Background: an optimization exercise with open tools, aiming at small area, a short achievable clock period and few clock cycles per item. Do not read the settings as production practice. At most, simulation tests tie the RTL to the original design; equivalence was not proved. Power is estimated from default activity; no workload was simulated.

Design array_mul_top, start of the top module:
module array_mul_top (
   input  logic        clk,
   input  logic        arst_n,
   input  logic        in_valid,
   input  logic        para_mode,
   input  logic [15:0] a,
   input  logic [15:0] b,
   output logic        out_valid,
   output logic [31:0] p
);
   wire a0 = a[0];
   wire a1 = a[1];
   wire a2 = a[2];
   wire a3 = a[3];
   wire a4 = a[4];
   wire a5 = a[5];
   wire a6 = a[6];
   wire a7 = a[7];
   wire a8 = a[8];
   wire a9 = a[9];
   wire a10 = a[10];
   wire a11 = a[11];
   wire a12 = a[12];
   wire a13 = a[13];
   wire a14 = a[14];
   wire a15 = a[15];
   wire b0 = b[0];
   wire b1 = b[1];
   wire b2 = b[2];
   wire b3 = b[3];
   wire b4 = b[4];
   wire b5 = b[5];
   wire b6 = b[6];
   wire b7 = b[7];
   wire b8 = b[8];
   wire b9 = b[9];
   wire b10 = b[10];
   wire b11 = b[11];
   wire b12 = b[12];
   wire b13 = b[13];
   wire b14 = b[14];
   wire b15 = b[15];
   wire md = para_mode;
   logic pp_0_0;
   logic pp_0_1;
   logic pp_0_2;
   logic pp_0_3;
   logic pp_0_4;
   logic pp_0_5;
   logic pp_0_6;
   logic pp_0_7;
   logic pp_0_8;
   logic pp_0_9;
   logic pp_0_10;
   logic pp_0_11;
   logic pp_0_12;
   logic pp_0_13;
   logic pp_0_14;
   logic pp_0_15;
   logic pp_1_0;
   logic pp_1_1;
   logic pp_1_2;
   logic pp_1_3;
   logic pp_1_4;
   logic pp_1_5;
   logic pp_1_6;
   logic pp_1_7;
   logic pp_1_8;
   logic pp_1_9;
   logic pp_1_10;
   logic pp_1_11;
   logic pp_1_12;
   logic pp_1_13;
   logic pp_1_14;
   logic pp_1_15;
   logic pp_2_0;
   logic pp_2_1;
   logic pp_2_2;
   logic pp_2_3;
   logic pp_2_4;
  ...
Size: roughly 68 flip-flops, roughly 69 I/O pins, about 8700 sq um of cells after synthesis.
make LEC_CHECK=0 CAP_MARGIN=20 CORE_MARGIN=2 CORE_UTILIZATION=40 GPL_TIMING_DRIVEN=1 SETUP_SLACK_MARGIN=1.5 SLEW_MARGIN=20 SYNTH_HIERARCHICAL=1 SYNTH_MINIMUM_KEEP_SIZE=0 finish   # period 6.0 ns
run.sh (not shown) runs the stock make flow with config.mk's settings and CLKGATE_MAP_FILE= SYNTH_SCRIPT=/design/flow/synth_recipe.tcl, a recipe that flattens the netlist after the stock synthesis.
Edit:
GPL_TIMING_DRIVEN = default   (was 1)
SETUP_SLACK_MARGIN = default   (was 1.5)
Outcome:
- The changed run completed with no timing, DRC or antenna violations
- wire length goes down slightly
- area after synthesis is unchanged
- total power goes down by a few percent
- final area goes down by a few percent
- via count goes down by a few percent
No run of this note included a check of the RTL's function; only the layout flow was run.


array_mul_top, a different RTL version from the one above (not shown whole).
Size: about 810 cells after synthesis, about 68 flip-flops, roughly 69 I/O pins, roughly 0.0085 sq mm of cells after synthesis.
Settings: LEC_CHECK=0, CAP_MARGIN=20, CORE_MARGIN=2, CORE_UTILIZATION=40, SETUP_SLACK_MARGIN=3, SLEW_MARGIN=20, SYNTH_HIERARCHICAL=1, SYNTH_MINIMUM_KEEP_SIZE=0; clock period 6.0 ns.
The baseline completed without violations.
Change:
Settings changed: GPL_TIMING_DRIVEN set to 1, SETUP_SLACK_MARGIN 3 to 1.5.
=> The changed run completed with no timing, DRC or antenna violations; count of clock-buffer cells in the layout came out lower by 1; global-route usage came out lower by 1.1 points; setup slack improves by 0.051 ns; critical path depth came out lower by 1; die area stays the same; routed wire length came out lower by 8.2%; core utilization came out lower by 8.2 points; design area came out lower by 15%; final cell count came out lower by 5.7%; non-clock buffer count came out lower by 69; via count came out lower by 7.1%.
No run of this note included a check of the RTL's function; only the layout flow was run.


== JK ==
array_mul_top, a different RTL version from the one above (not shown whole).
Size: ~160 flip-flops, about 69 I/O pins.
clock: 6.0 ns
lec_check: 0
cap_margin: 20
core_margin: 2
core_utilization: 40
cts_buf_list: sky130_fd_sc_hd__clkbuf_4 sky130_fd_sc_hd__clkbuf_8
cts_cluster_size: 30
setup_slack_margin: 3.0
slew_margin: 20
synth_hierarchical: 1
synth_minimum_keep_size: 0
standard.sh (not shown) runs the stock make flow with config.mk's settings and CLKGATE_MAP_FILE= SYNTH_SCRIPT=/design/flow/synth_recipe.tcl, a recipe that flattens the netlist after the stock synthesis.
==> flow/flow/run.sh <==
#!/bin/bash
# Own layout flow: the standard flow (standard.sh, unchanged steps) with three changes:
# port buffers of sky130_fd_sc_hd__buf_2, the delay cells (clkdlybuf4s*, dlygate*, dlymetal*)
# added to the platform's don't-use list so that repair uses plain buffers, and CTS without
# dummy loads. make's full output goes to orfs_make.log here; each ORFS step also keeps its
# own log under orfs/logs/.
set -euo pipefail
bash standard.sh "BUFFER_PORTS_ARGS=-buffer_cell sky130_fd_sc_hd__buf_1" \
  "DONT_USE_CELLS=sky130_fd_sc_hd__probe_p_8 sky130_fd_sc_hd__probec_p_8 sky130_fd_sc_hd__lpflow_bleeder_1 sky130_fd_sc_hd__lpflow_clkbufkapwr_1 sky130_fd_sc_hd__lpflow_clkbufkapwr_16 sky130_fd_sc_hd__lpflow_clkbufkapwr_2 sky130_fd_sc_hd__lpflow_clkbufkapwr_4 sky130_fd_sc_hd__lpflow_clkbufkapwr_8 sky130_fd_sc_hd__lpflow_clkinvkapwr_1 sky130_fd_sc_hd__lpflow_clkinvkapwr_16 sky130_fd_sc_hd__lpflow_clkinvkapwr_2 sky130_fd_sc_hd__lpflow_clkinvkapwr_4 sky130_fd_sc_hd__lpflow_clkinvkapwr_8 sky130_fd_sc_hd__lpflow_decapkapwr_12 sky130_fd_sc_hd__lpflow_decapkapwr_3 sky130_fd_sc_hd__lpflow_decapkapwr_4 sky130_fd_sc_hd__lpflow_decapkapwr_6 sky130_fd_sc_hd__lpflow_decapkapwr_8 sky130_fd_sc_hd__lpflow_inputiso0n_1 sky130_fd_sc_hd__lpflow_inputiso0p_1 sky130_fd_sc_hd__lpflow_inputiso1n_1 sky130_fd_sc_hd__lpflow_inputiso1p_1 sky130_fd_sc_hd__lpflow_inputisolatch_1 sky130_fd_sc_hd__lpflow_isobufsrc_1 sky130_fd_sc_hd__lpflow_isobufsrc_16 sky130_fd_sc_hd__lpflow_isobufsrc_2 sky130_fd_sc_hd__lpflow_isobufsrc_4 sky130_fd_sc_hd__lpflow_isobufsrc_8 sky130_fd_sc_hd__lpflow_isobufsrckapwr_16 sky130_fd_sc_hd__lpflow_lsbuf_lh_hl_isowell_tap_1 sky130_fd_sc_hd__lpflow_lsbuf_lh_hl_isowell_tap_2 sky130_fd_sc_hd__lpflow_lsbuf_lh_hl_isowell_tap_4 sky130_fd_sc_hd__lpflow_lsbuf_lh_isowell_4 sky130_fd_sc_hd__lpflow_lsbuf_lh_isowell_tap_1 sky130_fd_sc_hd__lpflow_lsbuf_lh_isowell_tap_2 sky130_fd_sc_hd__lpflow_lsbuf_lh_isowell_tap_4  sky130_fd_sc_hd__clkdlybuf4s15_1 sky130_fd_sc_hd__clkdlybuf4s15_2 sky130_fd_sc_hd__clkdlybuf4s18_1 sky130_fd_sc_hd__clkdlybuf4s18_2 sky130_fd_sc_hd__clkdlybuf4s25_1 sky130_fd_sc_hd__clkdlybuf4s25_2 sky130_fd_sc_hd__clkdlybuf4s50_1 sky130_fd_sc_hd__clkdlybuf4s50_2 sky130_fd_sc_hd__dlygate4sd1_1 sky130_fd_sc_hd__dlygate4sd2_1 sky130_fd_sc_hd__dlygate4sd3_1 sky130_fd_sc_hd__dlymetal6s2s_1 sky130_fd_sc_hd__dlymetal6s4s_1 sky130_fd_sc_hd__dlymetal6s6s_1" \
  "CTS_ARGS=-sink_clustering_enable -repair_clock_nets -dont_use_dummy_load -buf_list {sky130_fd_sc_hd__clkbuf_4 sky130_fd_sc_hd__clkbuf_8} -sink_clustering_size 30" \
  finish > orfs_make.log 2>&1
The flow did not stop early for JK: all stages ran, and the layout cleared the timing, design-rule and antenna checks.
Testbench counts of JK, summed over its fixed seeds: cycles 4,008, items 4,000.
diff inputs: JK => MS
- CTS_CLUSTER_SIZE no longer set, was 30
- CTS_BUF_LIST no longer set, was sky130_fd_sc_hd__clkbuf_4 sky130_fd_sc_hd__clkbuf_8
diff --git a/flow/flow/run.sh b/flow/flow/run.sh
--- a/flow/flow/run.sh
+++ b/flow/flow/run.sh
@@ -9,3 +9,3 @@
   "DONT_USE_CELLS=sky130_fd_sc_hd__probe_p_8 sky130_fd_sc_hd__probec_p_8 sky130_fd_sc_hd__lpflow_bleeder_1 sky130_fd_sc_hd__lpflow_clkbufkapwr_1 sky130_fd_sc_hd__lpflow_clkbufkapwr_16 sky130_fd_sc_hd__lpflow_clkbufkapwr_2 sky130_fd_sc_hd__lpflow_clkbufkapwr_4 sky130_fd_sc_hd__lpflow_clkbufkapwr_8 sky130_fd_sc_hd__lpflow_clkinvkapwr_1 sky130_fd_sc_hd__lpflow_clkinvkapwr_16 sky130_fd_sc_hd__lpflow_clkinvkapwr_2 sky130_fd_sc_hd__lpflow_clkinvkapwr_4 sky130_fd_sc_hd__lpflow_clkinvkapwr_8 sky130_fd_sc_hd__lpflow_decapkapwr_12 sky130_fd_sc_hd__lpflow_decapkapwr_3 sky130_fd_sc_hd__lpflow_decapkapwr_4 sky130_fd_sc_hd__lpflow_decapkapwr_6 sky130_fd_sc_hd__lpflow_decapkapwr_8 sky130_fd_sc_hd__lpflow_inputiso0n_1 sky130_fd_sc_hd__lpflow_inputiso0p_1 sky130_fd_sc_hd__lpflow_inputiso1n_1 sky130_fd_sc_hd__lpflow_inputiso1p_1 sky130_fd_sc_hd__lpflow_inputisolatch_1 sky130_fd_sc_hd__lpflow_isobufsrc_1 sky130_fd_sc_hd__lpflow_isobufsrc_16 sky130_fd_sc_hd__lpflow_isobufsrc_2 sky130_fd_sc_hd__lpflow_isobufsrc_4 sky130_fd_sc_hd__lpflow_isobufsrc_8 sky130_fd_sc_hd__lpflow_isobufsrckapwr_16 sky130_fd_sc_hd__lpflow_lsbuf_lh_hl_isowell_tap_1 sky130_fd_sc_hd__lpflow_lsbuf_lh_hl_isowell_tap_2 sky130_fd_sc_hd__lpflow_lsbuf_lh_hl_isowell_tap_4 sky130_fd_sc_hd__lpflow_lsbuf_lh_isowell_4 sky130_fd_sc_hd__lpflow_lsbuf_lh_isowell_tap_1 sky130_fd_sc_hd__lpflow_lsbuf_lh_isowell_tap_2 sky130_fd_sc_hd__lpflow_lsbuf_lh_isowell_tap_4  sky130_fd_sc_hd__clkdlybuf4s15_1 sky130_fd_sc_hd__clkdlybuf4s15_2 sky130_fd_sc_hd__clkdlybuf4s18_1 sky130_fd_sc_hd__clkdlybuf4s18_2 sky130_fd_sc_hd__clkdlybuf4s25_1 sky130_fd_sc_hd__clkdlybuf4s25_2 sky130_fd_sc_hd__clkdlybuf4s50_1 sky130_fd_sc_hd__clkdlybuf4s50_2 sky130_fd_sc_hd__dlygate4sd1_1 sky130_fd_sc_hd__dlygate4sd2_1 sky130_fd_sc_hd__dlygate4sd3_1 sky130_fd_sc_hd__dlymetal6s2s_1 sky130_fd_sc_hd__dlymetal6s4s_1 sky130_fd_sc_hd__dlymetal6s6s_1" \
-  "CTS_ARGS=-sink_clustering_enable -repair_clock_nets -dont_use_dummy_load -buf_list {sky130_fd_sc_hd__clkbuf_4 sky130_fd_sc_hd__clkbuf_8} -sink_clustering_size 30" \
+  "CTS_ARGS=-sink_clustering_enable -repair_clock_nets -dont_use_dummy_load" \
   finish > orfs_make.log 2>&1
Changes observed in MS relative to JK: peak supply drop fell about 0.55%; via count about even; routed wire length about even; met1 layer usage reported by global route about even; clock network power share rose 4.5 points.

==> re-timing with driven ports <==
In the flow no input, the clock included, has a driving cell. The finished layouts below were timed again as built, in two steps.
Step 1, drivers: a clkbuf_16 drives clk and a buf_2 each remaining input, both assumed.
Step 2 moves the port delays by t, midway between the first and last clock arrival at a register: inputs arrive t later, outputs are due t later. That takes back most of the time a late clock gives input paths.
Three values: ideal ports, drivers, drivers and shift; two values: the first two.
| run | shift t [ns] | setup WS [ns] | worst setup path after step 2 |
|---|---|---|---|
| the first run of note 1 | 0.387 | 1.580 / 1.589 / 1.217 | input to register |
| the second run of note 1 | 0.394 | 0.786 / 0.739 / 0.538 | input to register |
| the first run of note 2 | 0.392 | 1.384 / 1.338 / 1.446 | input to register |
| the second run of note 2 | 0.396 | 1.434 / 1.389 / 1.201 | input to register |
| JK | 0.488 | 3.000 / 3.006 / 2.519 | input to register |
| MS | 0.469 | 3.007 / 3.017 / 2.549 | input to register |
After both steps every run listed still meets setup and hold. For JK, which loses most, drivers alone change the setup slack by +0.006 ns; drivers and shift together by -0.481 ns.
